From an optimization exercise on the open Yosys and OpenROAD flow, aimed at small area and a short achievable clock period; shortcuts taken in it are not production practice. RTL that was checked went through simulation tests only; none was proved equivalent to the original.

==> exp/zinc <==
==> flow/design.v (excerpt) <==
module attack_arbiter #(
  parameter int unsigned        STUN_W      = 24,
  parameter logic [STUN_W-1:0]  STUN_CYCLES = 24'd20,
  parameter int unsigned        DMG_W       = 10,
  parameter int unsigned        DMG_MAX     = 999
) (
  input  logic             clock,
  input  logic             reset,
  input  logic [31:0]      p1_attack,
  input  logic [31:0]      p1_knockback,
  input  logic [31:0]      p2_attack,
  input  logic [31:0]      p2_knockback,
  output logic [DMG_W-1:0] p1_damage,
  output logic [DMG_W-1:0] p2_damage,
  output logic [31:0]      p1_kb_out,
  output logic             p1_kb_valid,
  output logic [31:0]      p2_kb_out,
  output logic             p2_kb_valid,
  output logic             p1_stunned,
  output logic             p2_stunned,
  output logic             clash
);
clock: 12.0 ns
lec_check: 0
abc_area: 1
cap_margin: 20
core_margin: 2
core_utilization: 40
slew_margin: 20
standard.sh (not shown) runs the stock make flow with config.mk's settings and CLKGATE_MAP_FILE= SYNTH_SCRIPT=/design/flow/synth_recipe.tcl, a recipe that flattens the netlist after the stock synthesis.
==> flow/flow/run.sh <==
#!/bin/bash
set -euo pipefail
MARGIN=$(cat flow/margin.txt)
bash standard.sh synth > synth.log 2>&1
bash standard.sh SETUP_SLACK_MARGIN="$MARGIN" finish > layout.log 2>&1
==> flow/flow/margin.txt <==
6.5
==> exp/umber: changes against exp/zinc <==
==> flow/flow/margin.txt (replaced) <==
6
==> flow/config.mk (replaced) <==
export PLATFORM = sky130hd
export DESIGN_NAME = attack_arbiter
export DESIGN_NICKNAME = attack_arbiter
export VERILOG_FILES = /design/flow/design.v
export SDC_FILE = /design/flow/constraint.sdc
export NUM_CORES = 4
export LEC_CHECK = 0
export CAP_MARGIN = 20
export CORE_MARGIN = 2
export CORE_UTILIZATION = 40
export SLEW_MARGIN = 20
==> exp/amber: changes against exp/zinc <==
--- a/flow/design.v
+++ b/flow/design.v
@@ -620,12 +620,13 @@
   logic              p1Block, p2Block;        
   logic              p1Pending, p2Pending;
   logic [1:0]        p1Code, p2Code;
   logic              vicIsP1;
   logic [31:0]       atkKb;
   logic [DMG_W-1:0]  opDamage;
+  logic [DMG_W:0]    opFactor;
   logic [5:0]        opOne, opTwo;
   logic [4:0]        opNeg;
   logic [SW-1:0]     stunCount;
   logic              stunIsP2;
   logic [DMG_W-1:0]  p1Damage, p2Damage;
   logic [35:0]       p1KbOut, p2KbOut;
@@ -635,14 +636,12 @@
   logic              p1Cand, p2Cand, p1Victim, p2Victim, clashNow;
   logic              p1PendNext, p2PendNext, vicIsP1Next;
   logic [1:0]        p1CodeNext, p2CodeNext;
   logic [DMG_W-1:0]  dmgNext;
   logic [20:0]       p1VicOps, p2VicOps;      
   logic [DMG_W:0]    factorNext;
-  logic [5:0]        oneNext, twoNext;
-  logic [4:0]        negNext;
   logic [35:0]       kbScaled;
   assign p1Stun = (stunCount != '0) & ~stunIsP2;
   assign p2Stun = (stunCount != '0) & stunIsP2;
   assign p1HitEv = p1_attack[attack_pkg::HIT] & p1_attack[attack_pkg::ACTIVE] & ~p1Block & ~p1Stun
                    & attack_pkg::hitValid(p1_attack[attack_pkg::SPEC_N:attack_pkg::SMASH_U]);
   assign p2HitEv = p2_attack[attack_pkg::HIT] & p2_attack[attack_pkg::ACTIVE] & ~p2Block & ~p2Stun
@@ -667,13 +666,13 @@
                     | (attack_pkg::hitTier(p2CodeNext) > attack_pkg::hitTier(p1CodeNext)))
                   : vicIsP1;
     p1VicOps    = attack_pkg::hitOperands(p1Damage, p2CodeNext);
     p2VicOps    = attack_pkg::hitOperands(p2Damage, p1CodeNext);
     {factorNext, dmgNext} = vicIsP1Next ? p1VicOps : p2VicOps;
   end
-  kb_booth_enc uEnc (.m(factorNext), .bo(oneNext), .bt(twoNext), .bn(negNext));
+  kb_booth_enc uEnc (.m(opFactor), .bo(opOne), .bt(opTwo), .bn(opNeg));
   kb_scaler uKb (.base(atkKb), .bo(opOne), .bt(opTwo), .bn(opNeg), .scaled(kbScaled));
   always_ff @(posedge clock) begin
     if (!reset) begin
       p1Block <= p1_attack[attack_pkg::ACTIVE];
       p2Block <= p2_attack[attack_pkg::ACTIVE];
     end else begin
@@ -688,15 +687,13 @@
     p2Pending <= p2PendNext;
     p1Code    <= p1CodeNext;
     p2Code    <= p2CodeNext;
     vicIsP1   <= vicIsP1Next;
     if (vicIsP1Next ? p2HitEv : p1HitEv) atkKb <= vicIsP1Next ? p2_knockback : p1_knockback;
     opDamage  <= dmgNext;
-    opOne     <= oneNext;
-    opTwo     <= twoNext;
-    opNeg     <= negNext;
+    opFactor  <= factorNext;
   end
   always_ff @(posedge clock) begin
     if (!reset) begin
       eval        <= 1'b0;
       p1Damage    <= '0;
       p2Damage    <= '0;
==> flow/flow/run.sh (replaced) <==
#!/bin/bash
# Layout flow: the standard synthesis and layout, with
# - the port buffers made as the smallest plain buffer instead of the delay
#   buffer buffer_ports picks by default, and
# - a clock tree of smaller buffers without dummy loads.
# Each step's output goes to a log file here.
set -euo pipefail
MARGIN=$(cat flow/margin.txt)
bash standard.sh synth > synth.log 2>&1
bash standard.sh SETUP_SLACK_MARGIN="$MARGIN" \
  "BUFFER_PORTS_ARGS=-buffer_cell sky130_fd_sc_hd__buf_1" \
  "CTS_ARGS=-sink_clustering_enable -repair_clock_nets -dont_use_dummy_load -buf_list {sky130_fd_sc_hd__clkbuf_4 sky130_fd_sc_hd__clkbuf_8}" \
  finish > layout.log 2>&1
==> flow/flow/margin.txt (replaced) <==
7
--- a/flow/config.mk
+++ b/flow/config.mk
@@ -5,8 +5,8 @@
 export SDC_FILE = /design/flow/constraint.sdc
 export NUM_CORES = 4
 export LEC_CHECK = 0
 export ABC_AREA = 1
 export CAP_MARGIN = 20
 export CORE_MARGIN = 2
-export CORE_UTILIZATION = 40
+export CORE_UTILIZATION = 55
 export SLEW_MARGIN = 20
==> Flow_metrics.wiki <==
{| class="wikitable"
! Metric !! Value
|-
| Highest layer used for signal routing || met5
|-
| Run status || timing/DRC/antenna clean
|-
| CP Buf/Inv Count || 6
|-
| Worst-case setup margin in the final layout || ~7000 ps
|-
| Fin Clk Skew || 23.6 ps
|-
| Gate Count Post-Synth || 2648
|-
| R2R depth || 24
|-
| Vias in the first global route || around 17000
|}
the above is filed under exp/amber

==> Flow_metrics.wiki <==
{| class="wikitable"
! Metric !! Value
|-
| Run status || timing/DRC/antenna clean
|-
| Highest layer used for signal routing || met4
|-
| CP Buf/Inv Count || 5
|-
| Largest family of logic cells by synthesized area || adder cells
|-
| Fin Clk Skew || roughly 15 ps
|-
| Worst-case setup margin in the final layout || 6680 ps
|-
| Gate Count Post-Synth || roughly 2600
|-
| R2R depth || 24
|-
| Vias in the first global route || 16200
|-
| Most congested layer reported by global routing || met2
|-
| Largest net degree at the start of global routing || 64
|-
| Portion of synthesized cell area occupied by the leading cell type || 0.143
|}
the above is filed under exp/zinc

==> Flow_metrics.wiki <==
{| class="wikitable"
! Metric !! Value
|-
| CP Buf/Inv Count || 3
|-
| Logic depth of the worst setup path including buffers || 18
|-
| Hold slack || 467 ps
|-
| Highest layer used for signal routing || met4
|-
| Run status || timing/DRC/antenna clean
|-
| Fin Clk Skew || 17.9 ps
|-
| Gate Count Post-Synth || 2116
|}
the above is filed under exp/umber

Function not checked in exp/zinc and exp/umber: the RTL went through the layout flow alone.

* * *

==> job 6693 <==
attack_arbiter, a different RTL version from the one above (not shown whole).
==> flow/config.mk <==
export PLATFORM = sky130hd
export DESIGN_NAME = attack_arbiter
export DESIGN_NICKNAME = attack_arbiter
export VERILOG_FILES = /design/flow/design.v
export SDC_FILE = /design/flow/constraint.sdc
export NUM_CORES = 4
export LEC_CHECK = 0
export CAP_MARGIN = 20
export CORE_MARGIN = 2
export CORE_UTILIZATION = 40
export SETUP_SLACK_MARGIN = 5
export SLEW_MARGIN = 20
==> flow/constraint.sdc <==
create_clock -name core_clock -period 12.0 [get_ports {clock}]
set_input_delay 2.4000 -clock core_clock [delete_from_list [all_inputs] [get_ports {clock}]]
set_output_delay 2.4000 -clock core_clock [all_outputs]
set_load 0.01 [all_outputs]
run.sh (not shown) runs the stock make flow with config.mk's settings and CLKGATE_MAP_FILE= SYNTH_SCRIPT=/design/flow/synth_recipe.tcl, a recipe that flattens the netlist after the stock synthesis.
Stock flow here: none of the scripts above is used.
==> job 3401: changes against job 6693 <==
--- a/flow/design.v
+++ b/flow/design.v
@@ -591,36 +591,36 @@
   output logic             clash
 );
   localparam int unsigned SW = 5;
   logic              p1Block, p2Block;        
   logic              p1Pending, p2Pending;
   logic [1:0]        p1Code, p2Code;
   logic              vicIsP1;
-  logic [31:0]       atkKb, othKb;
+  logic [31:0]       atkKb;
   logic [DMG_W-1:0]  opDamage;
   logic [5:0]        opOne, opTwo;
   logic [4:0]        opNeg;
-  logic [SW-1:0]     p1StunCount, p2StunCount;
+  logic [SW-1:0]     stunCount;
+  logic              stunIsP2;
   logic [DMG_W-1:0]  p1Damage, p2Damage;
   logic [31:0]       p1KbOut, p2KbOut;
   logic              p1KbValid, p2KbValid, clashReg;
   logic              eval;                    
   logic              p1HitEv, p2HitEv, p1Stun, p2Stun;
   logic              p1Cand, p2Cand, p1Victim, p2Victim, clashNow;
   logic              p1PendNext, p2PendNext, vicIsP1Next;
   logic [1:0]        p1CodeNext, p2CodeNext;
-  logic [31:0]       p1KbNext, p2KbNext;
   logic [DMG_W-1:0]  dmgNext;
   logic [20:0]       p1VicOps, p2VicOps;      
   logic [DMG_W:0]    factorNext;
   logic [5:0]        oneNext, twoNext;
   logic [4:0]        negNext;
   logic [31:0]       kbScaled;
-  assign p1Stun = (p1StunCount != '0);
-  assign p2Stun = (p2StunCount != '0);
+  assign p1Stun = (stunCount != '0) & ~stunIsP2;
+  assign p2Stun = (stunCount != '0) & stunIsP2;
   assign p1HitEv = p1_attack[attack_pkg::HIT] & p1_attack[attack_pkg::ACTIVE] & ~p1Block & ~p1Stun
                    & attack_pkg::hitValid(p1_attack[attack_pkg::SPEC_N:attack_pkg::SMASH_U]);
   assign p2HitEv = p2_attack[attack_pkg::HIT] & p2_attack[attack_pkg::ACTIVE] & ~p2Block & ~p2Stun
                    & attack_pkg::hitValid(p2_attack[attack_pkg::SPEC_N:attack_pkg::SMASH_U]);
   always_comb begin
     p1Cand   = p1Pending & ~p1Stun & ~p2Stun;
     p2Cand   = p2Pending & ~p1Stun & ~p2Stun;
@@ -636,16 +636,14 @@
     p2PendNext  = reset & (p2HitEv | (p2Pending & ~eval));
     p1CodeNext  = p1HitEv ? attack_pkg::hitCode(p1_attack[attack_pkg::SPEC_N:attack_pkg::SMASH_U]) : p1Code;
     p2CodeNext  = p2HitEv ? attack_pkg::hitCode(p2_attack[attack_pkg::SPEC_N:attack_pkg::SMASH_U]) : p2Code;
     vicIsP1Next = (p1HitEv | p2HitEv)
                   ? p2PendNext & (~p1PendNext
                     | (attack_pkg::hitTier(p2CodeNext) > attack_pkg::hitTier(p1CodeNext)))
                   : vicIsP1;
-    p1KbNext    = p1HitEv ? p1_knockback : (vicIsP1 ? othKb : atkKb);
-    p2KbNext    = p2HitEv ? p2_knockback : (vicIsP1 ? atkKb : othKb);
     p1VicOps    = attack_pkg::hitOperands(p1Damage, p2CodeNext);
     p2VicOps    = attack_pkg::hitOperands(p2Damage, p1CodeNext);
     {factorNext, dmgNext} = vicIsP1Next ? p1VicOps : p2VicOps;
   end
   kb_booth_enc uEnc (.m(factorNext), .bo(oneNext), .bt(twoNext), .bn(negNext));
   kb_scaler uKb (.base(atkKb), .bo(opOne), .bt(opTwo), .bn(opNeg), .scaled(kbScaled));
   always_ff @(posedge clock) begin
@@ -661,51 +659,50 @@
   end
   always_ff @(posedge clock) begin
     p1Pending <= p1PendNext;
     p2Pending <= p2PendNext;
     p1Code    <= p1CodeNext;
     p2Code    <= p2CodeNext;
     vicIsP1   <= vicIsP1Next;
-    atkKb     <= vicIsP1Next ? p2KbNext : p1KbNext;
-    othKb     <= vicIsP1Next ? p1KbNext : p2KbNext;
+    if (vicIsP1Next ? p2HitEv : p1HitEv) atkKb <= vicIsP1Next ? p2_knockback : p1_knockback;
     opDamage  <= dmgNext;
     opOne     <= oneNext;
     opTwo     <= twoNext;
     opNeg     <= negNext;
   end
   always_ff @(posedge clock) begin
     if (!reset) begin
       eval        <= 1'b0;
       p1Damage    <= '0;
       p2Damage    <= '0;
       p1KbOut     <= '0;
       p2KbOut     <= '0;
       p1KbValid   <= 1'b0;
       p2KbValid   <= 1'b0;
-      p1StunCount <= '0;
-      p2StunCount <= '0;
+      stunCount   <= '0;
+      stunIsP2    <= 1'b0;
       clashReg    <= 1'b0;
     end else begin
       eval      <= ~eval & ~p1KbValid & ~p2KbValid & (p1Pending | p2Pending);
       p1KbValid <= p1Victim;
       p2KbValid <= p2Victim;
       clashReg  <= clashNow;
       if (p1Victim) begin
-        p1Damage    <= opDamage;
-        p1KbOut     <= kbScaled;
-        p1StunCount <= SW'(STUN_CYCLES);
-      end else if (p1Stun) begin
-        p1StunCount <= p1StunCount - SW'(1);
+        p1Damage <= opDamage;
+        p1KbOut  <= kbScaled;
       end
       if (p2Victim) begin
-        p2Damage    <= opDamage;
-        p2KbOut     <= kbScaled;
-        p2StunCount <= SW'(STUN_CYCLES);
-      end else if (p2Stun) begin
-        p2StunCount <= p2StunCount - SW'(1);
+        p2Damage <= opDamage;
+        p2KbOut  <= kbScaled;
+      end
+      if (p1Victim | p2Victim) begin
+        stunCount <= SW'(STUN_CYCLES);
+        stunIsP2  <= p2Victim;
+      end else if (stunCount != '0) begin
+        stunCount <= stunCount - SW'(1);
       end
     end
   end
   assign p1_damage   = p1Damage;
   assign p2_damage   = p2Damage;
   assign p1_kb_out   = p1KbOut;
   assign p2_kb_out   = p2KbOut;
Settings changed: SETUP_SLACK_MARGIN 5 to default.
==> job 6806: changes against job 6693 <==
--- a/flow/design.v
+++ b/flow/design.v
@@ -23,28 +23,39 @@
   function automatic logic [3:0] hitDmg(input logic [1:0] c);
     hitDmg = {c[1] | ~c[0], c[1] & c[0], c[1] | c[0], c[0]};
   endfunction
   function automatic logic [1:0] hitTier(input logic [1:0] c);
     hitTier = {c[1] | ~c[0], c[0]};
   endfunction
   function automatic logic [20:0] hitOperands(input logic [9:0] dmg, input logic [1:0] c);
-    logic [4:0] lo;
+    logic [4:0] lo, lo0, lo1, lo2, lo3;
     logic [5:0] hi, hiInc, up;
     logic [3:0] mHi, mHi0, mHi1;
-    logic       sat0, sat1, sat;
+    logic       sat0, sat1, sat0h, sat1h, sat;
     logic [9:0] dNew;
     logic [10:0] m;
-    lo    = {1'b0, dmg[3:0]} + {1'b0, hitDmg(c)};
+    lo0   = {1'b0, dmg[3:0]} + {1'b0, hitDmg(2'd0)};
+    lo1   = {1'b0, dmg[3:0]} + {1'b0, hitDmg(2'd1)};
+    lo2   = {1'b0, dmg[3:0]} + {1'b0, hitDmg(2'd2)};
+    lo3   = {1'b0, dmg[3:0]} + {1'b0, hitDmg(2'd3)};
+    case (c)
+      2'd0:    lo = lo0;
+      2'd1:    lo = lo1;
+      2'd2:    lo = lo2;
+      default: lo = lo3;
+    endcase
     hi    = dmg[9:4];
     hiInc = hi + 6'd1;
-    sat0  = (hi == 6'd63) | ((hi == 6'd62) & lo[3]);
-    sat1  = (hi >= 6'd62) | ((hi == 6'd61) & lo[3]);
+    sat0  = (hi == 6'd63);
+    sat0h = (hi == 6'd62);
+    sat1  = (hi >= 6'd62);
+    sat1h = (hi == 6'd61);
     mHi0  = {1'b0, hi[5:3]} + 4'd1;
     mHi1  = {1'b0, hiInc[5:3]} + 4'd1;
-    sat   = lo[4] ? sat1 : sat0;
+    sat   = lo[4] ? (sat1 | (sat1h & lo[3])) : (sat0 | (sat0h & lo[3]));
     up    = lo[4] ? hiInc : hi;
     mHi   = lo[4] ? mHi1 : mHi0;
     dNew  = sat ? 10'd999 : {up, lo[3:0]};
     m     = sat ? 11'd1127 : {mHi, up[2:0], lo[3:0]};
     hitOperands = {m, dNew};
   endfunction
 endpackage
@@ -591,36 +602,36 @@
   output logic             clash
 );
   localparam int unsigned SW = 5;
   logic              p1Block, p2Block;        
   logic              p1Pending, p2Pending;
   logic [1:0]        p1Code, p2Code;
   logic              vicIsP1;
-  logic [31:0]       atkKb, othKb;
+  logic [31:0]       atkKb;
   logic [DMG_W-1:0]  opDamage;
   logic [5:0]        opOne, opTwo;
   logic [4:0]        opNeg;
-  logic [SW-1:0]     p1StunCount, p2StunCount;
+  logic [SW-1:0]     stunCount;
+  logic              stunIsP2;
   logic [DMG_W-1:0]  p1Damage, p2Damage;
   logic [31:0]       p1KbOut, p2KbOut;
   logic              p1KbValid, p2KbValid, clashReg;
   logic              eval;                    
   logic              p1HitEv, p2HitEv, p1Stun, p2Stun;
   logic              p1Cand, p2Cand, p1Victim, p2Victim, clashNow;
   logic              p1PendNext, p2PendNext, vicIsP1Next;
   logic [1:0]        p1CodeNext, p2CodeNext;
-  logic [31:0]       p1KbNext, p2KbNext;
   logic [DMG_W-1:0]  dmgNext;
   logic [20:0]       p1VicOps, p2VicOps;      
   logic [DMG_W:0]    factorNext;
   logic [5:0]        oneNext, twoNext;
   logic [4:0]        negNext;
   logic [31:0]       kbScaled;
-  assign p1Stun = (p1StunCount != '0);
-  assign p2Stun = (p2StunCount != '0);
+  assign p1Stun = (stunCount != '0) & ~stunIsP2;
+  assign p2Stun = (stunCount != '0) & stunIsP2;
   assign p1HitEv = p1_attack[attack_pkg::HIT] & p1_attack[attack_pkg::ACTIVE] & ~p1Block & ~p1Stun
                    & attack_pkg::hitValid(p1_attack[attack_pkg::SPEC_N:attack_pkg::SMASH_U]);
   assign p2HitEv = p2_attack[attack_pkg::HIT] & p2_attack[attack_pkg::ACTIVE] & ~p2Block & ~p2Stun
                    & attack_pkg::hitValid(p2_attack[attack_pkg::SPEC_N:attack_pkg::SMASH_U]);
   always_comb begin
     p1Cand   = p1Pending & ~p1Stun & ~p2Stun;
     p2Cand   = p2Pending & ~p1Stun & ~p2Stun;
@@ -636,16 +647,14 @@
     p2PendNext  = reset & (p2HitEv | (p2Pending & ~eval));
     p1CodeNext  = p1HitEv ? attack_pkg::hitCode(p1_attack[attack_pkg::SPEC_N:attack_pkg::SMASH_U]) : p1Code;
     p2CodeNext  = p2HitEv ? attack_pkg::hitCode(p2_attack[attack_pkg::SPEC_N:attack_pkg::SMASH_U]) : p2Code;
     vicIsP1Next = (p1HitEv | p2HitEv)
                   ? p2PendNext & (~p1PendNext
                     | (attack_pkg::hitTier(p2CodeNext) > attack_pkg::hitTier(p1CodeNext)))
                   : vicIsP1;
-    p1KbNext    = p1HitEv ? p1_knockback : (vicIsP1 ? othKb : atkKb);
-    p2KbNext    = p2HitEv ? p2_knockback : (vicIsP1 ? atkKb : othKb);
     p1VicOps    = attack_pkg::hitOperands(p1Damage, p2CodeNext);
     p2VicOps    = attack_pkg::hitOperands(p2Damage, p1CodeNext);
     {factorNext, dmgNext} = vicIsP1Next ? p1VicOps : p2VicOps;
   end
   kb_booth_enc uEnc (.m(factorNext), .bo(oneNext), .bt(twoNext), .bn(negNext));
   kb_scaler uKb (.base(atkKb), .bo(opOne), .bt(opTwo), .bn(opNeg), .scaled(kbScaled));
   always_ff @(posedge clock) begin
@@ -661,51 +670,50 @@
   end
   always_ff @(posedge clock) begin
     p1Pending <= p1PendNext;
     p2Pending <= p2PendNext;
     p1Code    <= p1CodeNext;
     p2Code    <= p2CodeNext;
     vicIsP1   <= vicIsP1Next;
-    atkKb     <= vicIsP1Next ? p2KbNext : p1KbNext;
-    othKb     <= vicIsP1Next ? p1KbNext : p2KbNext;
+    if (vicIsP1Next ? p2HitEv : p1HitEv) atkKb <= vicIsP1Next ? p2_knockback : p1_knockback;
     opDamage  <= dmgNext;
     opOne     <= oneNext;
     opTwo     <= twoNext;
     opNeg     <= negNext;
   end
   always_ff @(posedge clock) begin
     if (!reset) begin
       eval        <= 1'b0;
       p1Damage    <= '0;
       p2Damage    <= '0;
       p1KbOut     <= '0;
       p2KbOut     <= '0;
       p1KbValid   <= 1'b0;
       p2KbValid   <= 1'b0;
-      p1StunCount <= '0;
-      p2StunCount <= '0;
+      stunCount   <= '0;
+      stunIsP2    <= 1'b0;
       clashReg    <= 1'b0;
     end else begin
       eval      <= ~eval & ~p1KbValid & ~p2KbValid & (p1Pending | p2Pending);
       p1KbValid <= p1Victim;
       p2KbValid <= p2Victim;
       clashReg  <= clashNow;
       if (p1Victim) begin
-        p1Damage    <= opDamage;
-        p1KbOut     <= kbScaled;
-        p1StunCount <= SW'(STUN_CYCLES);
-      end else if (p1Stun) begin
-        p1StunCount <= p1StunCount - SW'(1);
+        p1Damage <= opDamage;
+        p1KbOut  <= kbScaled;
       end
       if (p2Victim) begin
-        p2Damage    <= opDamage;
-        p2KbOut     <= kbScaled;
-        p2StunCount <= SW'(STUN_CYCLES);
-      end else if (p2Stun) begin
-        p2StunCount <= p2StunCount - SW'(1);
+        p2Damage <= opDamage;
+        p2KbOut  <= kbScaled;
+      end
+      if (p1Victim | p2Victim) begin
+        stunCount <= SW'(STUN_CYCLES);
+        stunIsP2  <= p2Victim;
+      end else if (stunCount != '0) begin
+        stunCount <= stunCount - SW'(1);
       end
     end
   end
   assign p1_damage   = p1Damage;
   assign p2_damage   = p2Damage;
   assign p1_kb_out   = p1KbOut;
   assign p2_kb_out   = p2KbOut;
==> notes <==
- Job 6806 finished with timing, DRC and antenna clean. Job 6693 completed with no timing, DRC or antenna violations. Job 3401 completed with no timing, DRC or antenna violations.
- Setup slack: job 6693 > job 6806 > job 3401.
- Register-to-register slack, lowest first: job 3401, job 6806, job 6693.
- Between job 6693 and job 3401, the lower clock skew is in job 6693 (gap 8.1 ps).
- In job 6693 the cell count is higher than in job 3401, by 14%.
- In flip-flop and latch count, job 6806 and job 3401 do not differ.
- Wire length: job 3401 < job 6806 < job 6693.
The RTL of job 6693 was laid out without a check of its function.

## afterwards: timing with drivers on the ports
No port has a modelled driver above. Below, the same layouts with a new extraction and two added sets of constraints.
Step 1 sets driving cells, clkbuf_16 on the clock port and buf_2 on the other inputs (assumed; they add their load-dependent delay and slew).
Step 2 moves the port delays by t, midway between the first and last clock arrival at a register: inputs arrive t later, outputs are due t later. That takes back most of the time a late clock gives input paths.
Three values: ideal, step 1, step 2; two values: the first two.
run | shift t [ns] | setup slack, ns | worst setup path at the end | clock arrival spread, ns | worst data-port slew with drivers (ns)
exp/zinc | 0.522 | 6.677 / 6.703 / 6.181 | input to register | 0.016 / 0.015 | 0.04
exp/umber | 0.524 | 6.021 / 6.051 / 5.527 | input to register | 0.018 / 0.018 | 0.05
exp/amber | 0.537 | 7.000 / 7.000 / 6.753 | input to register | 0.024 / 0.024 | 0.03
job 6693 | 0.547 | 5.463 / 5.482 / 4.943 | input to register | 0.020 / 0.020 | 0.06
job 3401 | 0.525 | 4.622 / 4.655 / 4.130 | input to register | 0.029 / 0.028 | 0.04
job 6806 | 0.504 | 5.335 / 5.355 / 4.852 | input to register | 0.021 / 0.020 | 0.05
After both steps every run listed still meets setup and hold. The setup slack of job 6693, which loses most, moves by +0.019 ns with the drivers and by -0.520 ns with both steps.
